This is an optimization exercise on Yosys and OpenROAD, whose aim is small area and a short achievable clock period, not a production implementation.
Only simulation tests tie the RTL to the original design; equivalence was not proved.
Power is estimated from default activity; no workload was simulated.

$ cat flow/run.sh
#!/bin/bash
# synth_recipe.tcl (not shown) runs the flow's synth.tcl, then flattens the netlist and writes it again
# the make line also repeats each setting of config.mk as NAME=value (left out here)
make -C /OpenROAD-flow-scripts/flow DESIGN_CONFIG=/design/flow/config.mk WORK_HOME=/design/flow/orfs CLKGATE_MAP_FILE= SYNTH_SCRIPT=/design/flow/synth_recipe.tcl finish
$ cat flow/config.mk
export PLATFORM = sky130hd
export DESIGN_NAME = conv_output_stream
export DESIGN_NICKNAME = conv_output_stream
export VERILOG_FILES = /design/flow/design.v
export SDC_FILE = /design/flow/constraint.sdc
export NUM_CORES = 4
export LEC_CHECK = 0
export CAP_MARGIN = 20
export CORE_MARGIN = 2
export CORE_UTILIZATION = 45
export SLEW_MARGIN = 20
$ cat flow/constraint.sdc
create_clock -name core_clock -period 5.0 [get_ports {clk}]
set_input_delay 1.0000 -clock core_clock [delete_from_list [all_inputs] [get_ports {clk}]]
set_output_delay 1.0000 -clock core_clock [all_outputs]
set_load 0.01 [all_outputs]
$ cat flow/design.v
package conv_pkg;
   localparam int LANE_W = 8;
   typedef enum logic [1:0] {
      IDLE  = 2'd0,
      RUN   = 2'd1,
      DRAIN = 2'd2
   } state_e;
   function automatic logic [31:0] ceil_div(input logic [31:0] num, input logic [31:0] den);
      ceil_div = (num + den - 32'd1) / den;
   endfunction
endpackage
module conv_out_fifo #(
   parameter int WIDTH = 66,
   parameter int DEPTH = 16,
   localparam int AW = $clog2(DEPTH)
) (
   input  logic             clk,
   input  logic             reset,
   input  logic             push_i,
   input  logic [WIDTH-1:0] wrData_i,
   input  logic             pop_i,
   output logic [WIDTH-1:0] rdData_o,
   output logic             full_o,
   output logic             empty_o,
   output logic [AW:0]      count_o
);
   logic [WIDTH-1:0] mem [DEPTH];
   logic [AW-1:0]    wrPtr_q;
   logic [AW-1:0]    rdPtr_q;
   logic [AW:0]      count_q;
   logic             doPush;
   logic             doPop;
   assign doPush   = push_i && !full_o;
   assign doPop    = pop_i && !empty_o;
   assign full_o   = (count_q == (AW+1)'(DEPTH));
   assign empty_o  = (count_q == '0);
   assign count_o  = count_q;
   assign rdData_o = empty_o ? '0 : mem[rdPtr_q];
   always_ff @(posedge clk or negedge reset) begin
      if (!reset) begin
         wrPtr_q <= '0;
         rdPtr_q <= '0;
         count_q <= '0;
      end else begin
         if (doPush) wrPtr_q <= wrPtr_q + AW'(1);
         if (doPop)  rdPtr_q <= rdPtr_q + AW'(1);
         case ({doPush, doPop})
            2'b10:   count_q <= count_q + (AW+1)'(1);
            2'b01:   count_q <= count_q - (AW+1)'(1);
            default: count_q <= count_q;
         endcase
      end
   end
   always_ff @(posedge clk) begin
      if (doPush) mem[wrPtr_q] <= wrData_i;
   end
endmodule
import conv_pkg::*;
module conv_output_stream #(
   parameter int LANES      = 8,
   parameter int DIM_W      = 16,
   parameter int FIFO_DEPTH = 16
) (
   input  logic                    clk,
   input  logic                    reset,
   input  logic                    start,
   input  logic [DIM_W-1:0]        In_Channel,
   input  logic [DIM_W-1:0]        Matrix_Col,
   input  logic [DIM_W-1:0]        Matrix_Row,
   input  logic [LANE_W*LANES-1:0] sData,
   input  logic                    sValid,
   output logic                    sReady,
   output logic [LANE_W*LANES-1:0] mData_payload,
   output logic                    mData_valid,
   input  logic                    mData_ready,
   output logic                    mData_last,
   output logic                    mData_rowEnd,
   output logic                    layer_done
);
   localparam int DATA_W = LANE_W * LANES;
   localparam int FIFO_W = DATA_W + 2;
   localparam int CNT_W  = $clog2(FIFO_DEPTH) + 1;
   conv_pkg::state_e  state_q, state_d;
   logic [DIM_W-1:0]  groups_q, groups_d;
   logic [DIM_W-1:0]  rem_q, rem_d;
   logic [DIM_W-1:0]  cols_q, cols_d;
   logic [DIM_W-1:0]  rows_q, rows_d;
   logic [DIM_W-1:0]  grpCnt_q, grpCnt_d;
   logic [DIM_W-1:0]  colCnt_q, colCnt_d;
   logic [DIM_W-1:0]  rowCnt_q, rowCnt_d;
   logic              layerDone_q, layerDone_d;
   logic              accept;
   logic              lastGroup;
   logic              lastCol;
   logic              lastRow;
   logic              beatRowEnd;
   logic              beatLast;
   logic [DATA_W-1:0] beatData;
   logic [LANE_W-1:0] laneVal;
   logic              fifoFull;
   logic              fifoEmpty;
   logic [CNT_W-1:0]  fifoCount;
   logic [FIFO_W-1:0] fifoRdData;
   assign sReady     = (state_q == RUN) && !fifoFull;
   assign accept     = sValid && sReady;
   assign lastGroup  = (grpCnt_q == groups_q - DIM_W'(1));
   assign lastCol    = (colCnt_q == cols_q - DIM_W'(1));
   assign lastRow    = (rowCnt_q == rows_q - DIM_W'(1));
   assign beatRowEnd = lastGroup && lastCol;
   assign beatLast   = beatRowEnd && lastRow;
   assign layer_done = layerDone_q;
   always_ff @(posedge clk or negedge reset) begin
      if (!reset) begin
         state_q     <= IDLE;
         groups_q    <= '0;
         rem_q       <= '0;
         cols_q      <= '0;
         rows_q      <= '0;
         grpCnt_q    <= '0;
         colCnt_q    <= '0;
         rowCnt_q    <= '0;
         layerDone_q <= 1'b0;
      end else begin
         state_q     <= state_d;
         groups_q    <= groups_d;
         rem_q       <= rem_d;
         cols_q      <= cols_d;
         rows_q      <= rows_d;
         grpCnt_q    <= grpCnt_d;
         colCnt_q    <= colCnt_d;
         rowCnt_q    <= rowCnt_d;
         layerDone_q <= layerDone_d;
      end
   end
   always_comb begin
      state_d     = state_q;
      groups_d    = groups_q;
      rem_d       = rem_q;
      cols_d      = cols_q;
      rows_d      = rows_q;
      grpCnt_d    = grpCnt_q;
      colCnt_d    = colCnt_q;
      rowCnt_d    = rowCnt_q;
      layerDone_d = 1'b0;
      case (state_q)
         IDLE: begin
            if (start) begin
               if ((In_Channel == '0) || (Matrix_Col == '0) || (Matrix_Row == '0)) begin
                  layerDone_d = 1'b1;
               end else begin
                  state_d  = RUN;
                  groups_d = DIM_W'((32'(In_Channel) + 32'(LANES) - 32'd1) / 32'(LANES));
                  rem_d    = DIM_W'(32'(In_Channel) % 32'(LANES));
                  cols_d   = Matrix_Col;
                  rows_d   = Matrix_Row;
                  grpCnt_d = '0;
                  colCnt_d = '0;
                  rowCnt_d = '0;
               end
            end
         end
         RUN: begin
            if (accept) begin
               if (!lastGroup) begin
                  grpCnt_d = grpCnt_q + DIM_W'(1);
               end else begin
                  grpCnt_d = '0;
                  if (!lastCol) begin
                     colCnt_d = colCnt_q + DIM_W'(1);
                  end else begin
                     colCnt_d = '0;
                     if (!lastRow) begin
                        rowCnt_d = rowCnt_q + DIM_W'(1);
                     end else begin
                        rowCnt_d = '0;
                        state_d  = DRAIN;
                     end
                  end
               end
            end
         end
         DRAIN: begin
            if (fifoCount == '0) begin
               state_d     = IDLE;
               layerDone_d = 1'b1;
            end
         end
         default: state_d = IDLE;
      endcase
   end
   always_comb begin
      beatData = '0;
      laneVal  = '0;
      for (int i = 0; i < LANES; i++) begin
         laneVal = sData[i*LANE_W +: LANE_W];
         laneVal = laneVal;
         if (lastGroup && (rem_q != '0) && (rem_q <= DIM_W'(i))) laneVal = '0;
         beatData[i*LANE_W +: LANE_W] = laneVal;
      end
   end
   conv_out_fifo #(
      .WIDTH (FIFO_W),
      .DEPTH (FIFO_DEPTH)
   ) u_fifo (
      .clk      (clk),
      .reset    (reset),
      .push_i   (accept),
      .wrData_i ({beatLast, beatRowEnd, beatData}),
      .pop_i    (mData_valid && mData_ready),
      .rdData_o (fifoRdData),
      .full_o   (fifoFull),
      .empty_o  (fifoEmpty),
      .count_o  (fifoCount)
   );
   assign mData_valid = !fifoEmpty;
   assign {mData_last, mData_rowEnd, mData_payload} = fifoRdData;
endmodule
==> impl_metrics.py <==
metrics = {
    "run_status": {
        "status": "complete, no violations",
    },
    "detailed_routing": {
        "highest_layer": "met5",
        "wl_mm": 112,
        "first_iter_violations": 2408,
        "via_per_inst": 5.85,
        "num_vias": 24852,
        "dr_wl_met3_mm": 6.87,
        "post-route-drc-count": 0,
        "wl_per_cell_um": 26.4,
        "met1_length_mm": 48.1,
        "wl_met2_mm": 55.4,
        "drt_first_pass_iters": 5,
        "ant_nets": 0,
    },
    "yosys": {
        "yosys_warnings": 2,
        "synth-main-ff-cell": "edfxtp_1",
        "synth_edf_count": 1056,
        "ys_seq_area_share_pct": 71.9,
        "synthArstFlopShare_pct": 9.67,
        "syn_nets": 2668,
        "synth_cells": 2535,
        "ys_seq_elements": 1169,
        "ys_types": 74,
        "postSynthAreaPerCell_um2": 19.0,
        "syn-cell-area_um2": 48000,
    },
    "sta": {
        "fin_crit_sh_pct": 94.7,
        "setup_viol": 0,
        "relSlewSlack_pct": 32.7,
        "fmax_ghz": 0.211,
        "finalMaxSlewViolations": 0,
        "skew_ps": 34.2,
        "rsz0062_at_grt": "false",
        "final.setup.tns_ps": 0,
        "tightest_slew_ps": 1010,
        "period_minus_slack_ps": 4740,
        "finalHoldViolations": 0,
    },
    "die": {
        "core_um2": 106000,
        "ios": 186,
        "die_area_um2": 109000,
        "die_w_um": 331,
        "initial_core_util_pct": 45.5,
        "die_h_um": 331,
        "rows": 119,
    },
    "clocking": {
        "numClockSinks": 1169,
        "clockBufferDepth": 3,
        "clkSlewWorstSetupHoldPaths_ps": 70,
        "cts-resized-gates": 0,
        "numCtsBuffers": 114,
        "clock_latency_ps": 700,
        "postCtsHoldBufs": 0,
        "cts_root_buf": "clkbuf_16",
        "cts_tree": "done",
        "htree_levels": 3,
        "cts_setup_buffers": 0,
    },
    "critical_path": {
        "ff2ff_setup_slack_ps": 730,
        "max_stage_delay_ps": 910,
        "critPathSlowestCell": "dfrtp_4",
        "path_cells": "buf_4, mux4_2, mux4_2, and2_1, clkdlybuf4s50_1",
        "worstPathArrival_ps": 3740,
        "crit_top_cell": "mux4_2",
        "startpoint_type": "register",
        "cp-end-kind": "primary output",
        "worstSetupStartpoint": "u_fifo.rdPtr_q[1]$_DFFE_PN0P_",
        "path_max_fanout": 43,
        "r2r_start": "groups_q[7]$_DFFE_PN0P_",
        "required_ps": 4000,
        "worst-setup-path-type": "register to primary output",
    },
    "global_route": {
        "grt_pass1_vias": 25804,
        "grt_max_degree": 74,
        "track_usage_pct": 20.7,
        "antenna_found_initial": 6,
        "grt.overflow.total": 0,
        "grt_pass1_wl_mm": 166,
    },
    "layout": {
        "num-nets-final": 2892,
        "drive_gt1_share_pct": 21.4,
        "fillCellCount": 8190,
        "area_growth_pct": 16.1,
    },
    "placed_design": {
        "port_buffers": 185,
        "dp_hpwl_mm": 62.2,
        "gp_congestion": 0.847,
    },
    "power_and_ir_drop": {
        "powerDensity_nw_per_um2": 540,
        "vdd_drop_max_uv": 321,
        "power_leakage_nw": 18.2,
        "p_total_mw": 30.1,
    },
    "job": {
        "cap_violations": 0,
    },
    "worst_hold_path": {
        "hp-class": "input port to async pin",
    },
}
==> power breakdown <==
part	internal, mW	switching (mW)	total, mW
sequential	11.7	0.566	12.3
clock	5.01	3.66	8.67
combinational	4.86	4.33	9.19
==> synthesized netlist by cell type (all sizes together), types with 3 or more instances <==
cell type  count  area share (%)
o211ai        23            0.36
a22oi         16            0.25
and3          26            0.35
nor2b         28            0.36
a31oi          4           0.052
mux4         330              15
nor4          30            0.40
o22ai          4           0.052
a32o           3           0.063
dfrtp        113             5.9
or4            9            0.15
o21ai         52            0.54
nand2b        10            0.13
xnor2         41            0.75
a21oi         26            0.27
edfxtp      1056              66
nand3b         3           0.047
or4b           3           0.063
ha            15            0.39
inv           41            0.32
nor2          56            0.44
nor3          25            0.28
nand3         31            0.32
nor3b          6           0.094
o31ai          3           0.047
or3b           3           0.055
nor4b          3           0.055
a21o           4           0.063
nand4b         3           0.055
xor2          43            0.78
a211oi        11            0.17
clkbuf       100            0.78
mux2i         12            0.25
and4           7            0.13
or2            3           0.039
or3           23            0.30
nand2        151             1.2
buf           39            0.39
nand4         21            0.27
mux2           7            0.16
o2111ai        7            0.13
and2         115             1.5
==> layout make-up <==
cell class                      count  area (um^2)  share of cell area [%]
Tap cell                         1391         1740                    3.12
Inverter                           41          154                   0.276
Clock buffer                      144         3090                    5.54
Clock inverter                     70          707                    1.27
Timing Repair Buffer              247         2670                    4.78
Antenna cell                        1         2.50                 0.00448
Sequential cell                  1169        34600                    61.9
Multi-Input combinational cell   1186        12900                    23.1
==> layout by cell type, fill, tap and decap left out, types with 12 or more instances in the layout <==
master / netlist / final
clkbuf_1: 100 / 23
clkdlybuf4s50_1: 0 / 184
and3_1: 25 / 21
buf_4: 1 / 35
clkinv_2: 0 / 14
dfrtp_1: 113 / 109
buf_12: 0 / 28
inv_1: 41 / 41
mux4_2: 330 / 330
nor2_1: 56 / 55
nor2b_1: 28 / 27
and2_1: 115 / 103
xnor2_1: 41 / 41
clkbuf_16: 0 / 119
a21oi_1: 26 / 24
edfxtp_1: 1056 / 1056
nor4_1: 29 / 29
mux2i_1: 12 / 12
xor2_1: 43 / 43
o211ai_1: 23 / 23
o21ai_0: 51 / 51
ha_1: 15 / 15
and2_4: 0 / 12
clkinv_1: 0 / 24
nand4_1: 21 / 21
nand2_1: 151 / 151
nor3_1: 23 / 23
nand3_1: 31 / 31
bufinv_16: 0 / 12
or3_1: 23 / 23
a22oi_1: 16 / 16
==> registers in the layout, indices dropped and copies added, names as in the netlist, 5 cells and up <==
name            flops
u_fifo.mem       1056
u_fifo.count_q      5
rowCnt_q           16
groups_q           14
colCnt_q           16
cols_q             16
grpCnt_q           16
rows_q             16
==> final timing paths <==
check,end,depth (start not counted)
setup reg to reg,u_fifo.mem[14][25]$_DFFE_PP_,8
max in group asynchronous,u_fifo.rdPtr_q[3]$_DFFE_PN0P_,2
setup / recovery,mData_payload[56],5
min in group core_clock,u_fifo.count_q[4]$_DFFE_PN0P_,1
hold reg to reg,u_fifo.count_q[4]$_DFFE_PN0P_,1
hold / removal,grpCnt_q[13]$_DFFE_PN0P_,1
==> stage by stage <==
stage / util (%) / hold WS [ps] / area [um^2] / std cells / setup WS [ps]
after floorplan: - / 455 / 48000 / 2535 / 1310
after global placement: 49.2 / 485 / 52000 / 4034 / 618
after detailed placement: 49.2 / 491 / 52000 / 4034 / 395
after CTS: 52.8 / 442 / 55800 / 4248 / 156
after global routing: 52.9 / 521 / 55800 / 4249 / 81.0
final: 52.9 / 459 / 55800 / 4249 / 265
==> metal layers <==
metal  track usage (%)  vias to the layer above
li1                  -                    10746
met1              29.3                    13163
met2              34.1                      806
met3              3.32                      131
met4              4.83                        6
met5                 0                        -
==> logic make-up after synthesis <==
logic type               after synthesis  share of synthesized area (%)
flip-flops                          1169                           71.9
AND/OR/NAND/NOR                      562                           6.36
multiplexers                         349                           15.9
buffers and inverters                180                           1.49
AO/OA/AOI/OAI                        175                           2.42
XOR/XNOR                              84                           1.53
adder cells (fa/ha/maj)               16                          0.432
==> worst max-delay path: cells and delay by family, from the launching register on <==
family                 cells  cell delay [ps]
and+or+nand+nor            1              180
buffers and inverters      2              980
muxes                      2              950
DFF                        1              910

-- port drivers added, routing unchanged --
No port has a modelled driver above. Below, the same layout with a new extraction and two added sets of constraints.
Step 1 (the two cells are an assumption about what drives the block):
set clk [get_ports {clk}]
set_driving_cell -lib_cell sky130_fd_sc_hd__clkbuf_16 $clk
set_driving_cell -lib_cell sky130_fd_sc_hd__buf_2 [delete_from_list [all_inputs] $clk]
Step 2 moves the port delays by t, midway between the first and last clock arrival at a register: inputs arrive t later, outputs are due t later. That takes back most of the time a late clock gives input paths.
Slacks: ideal ports / drivers / drivers and shift; pairs: ideal ports / drivers.
t, ns: 0.749
setup slack, ns: 0.265 / 0.199 / 0.725
worst setup path after step 2: register to register
latest minus earliest clock arrival (ns): 0.038 / 0.038
After both steps setup and hold are still met in this run. For this run, drivers alone change the setup slack by -0.066 ns; drivers and shift together by +0.460 ns.
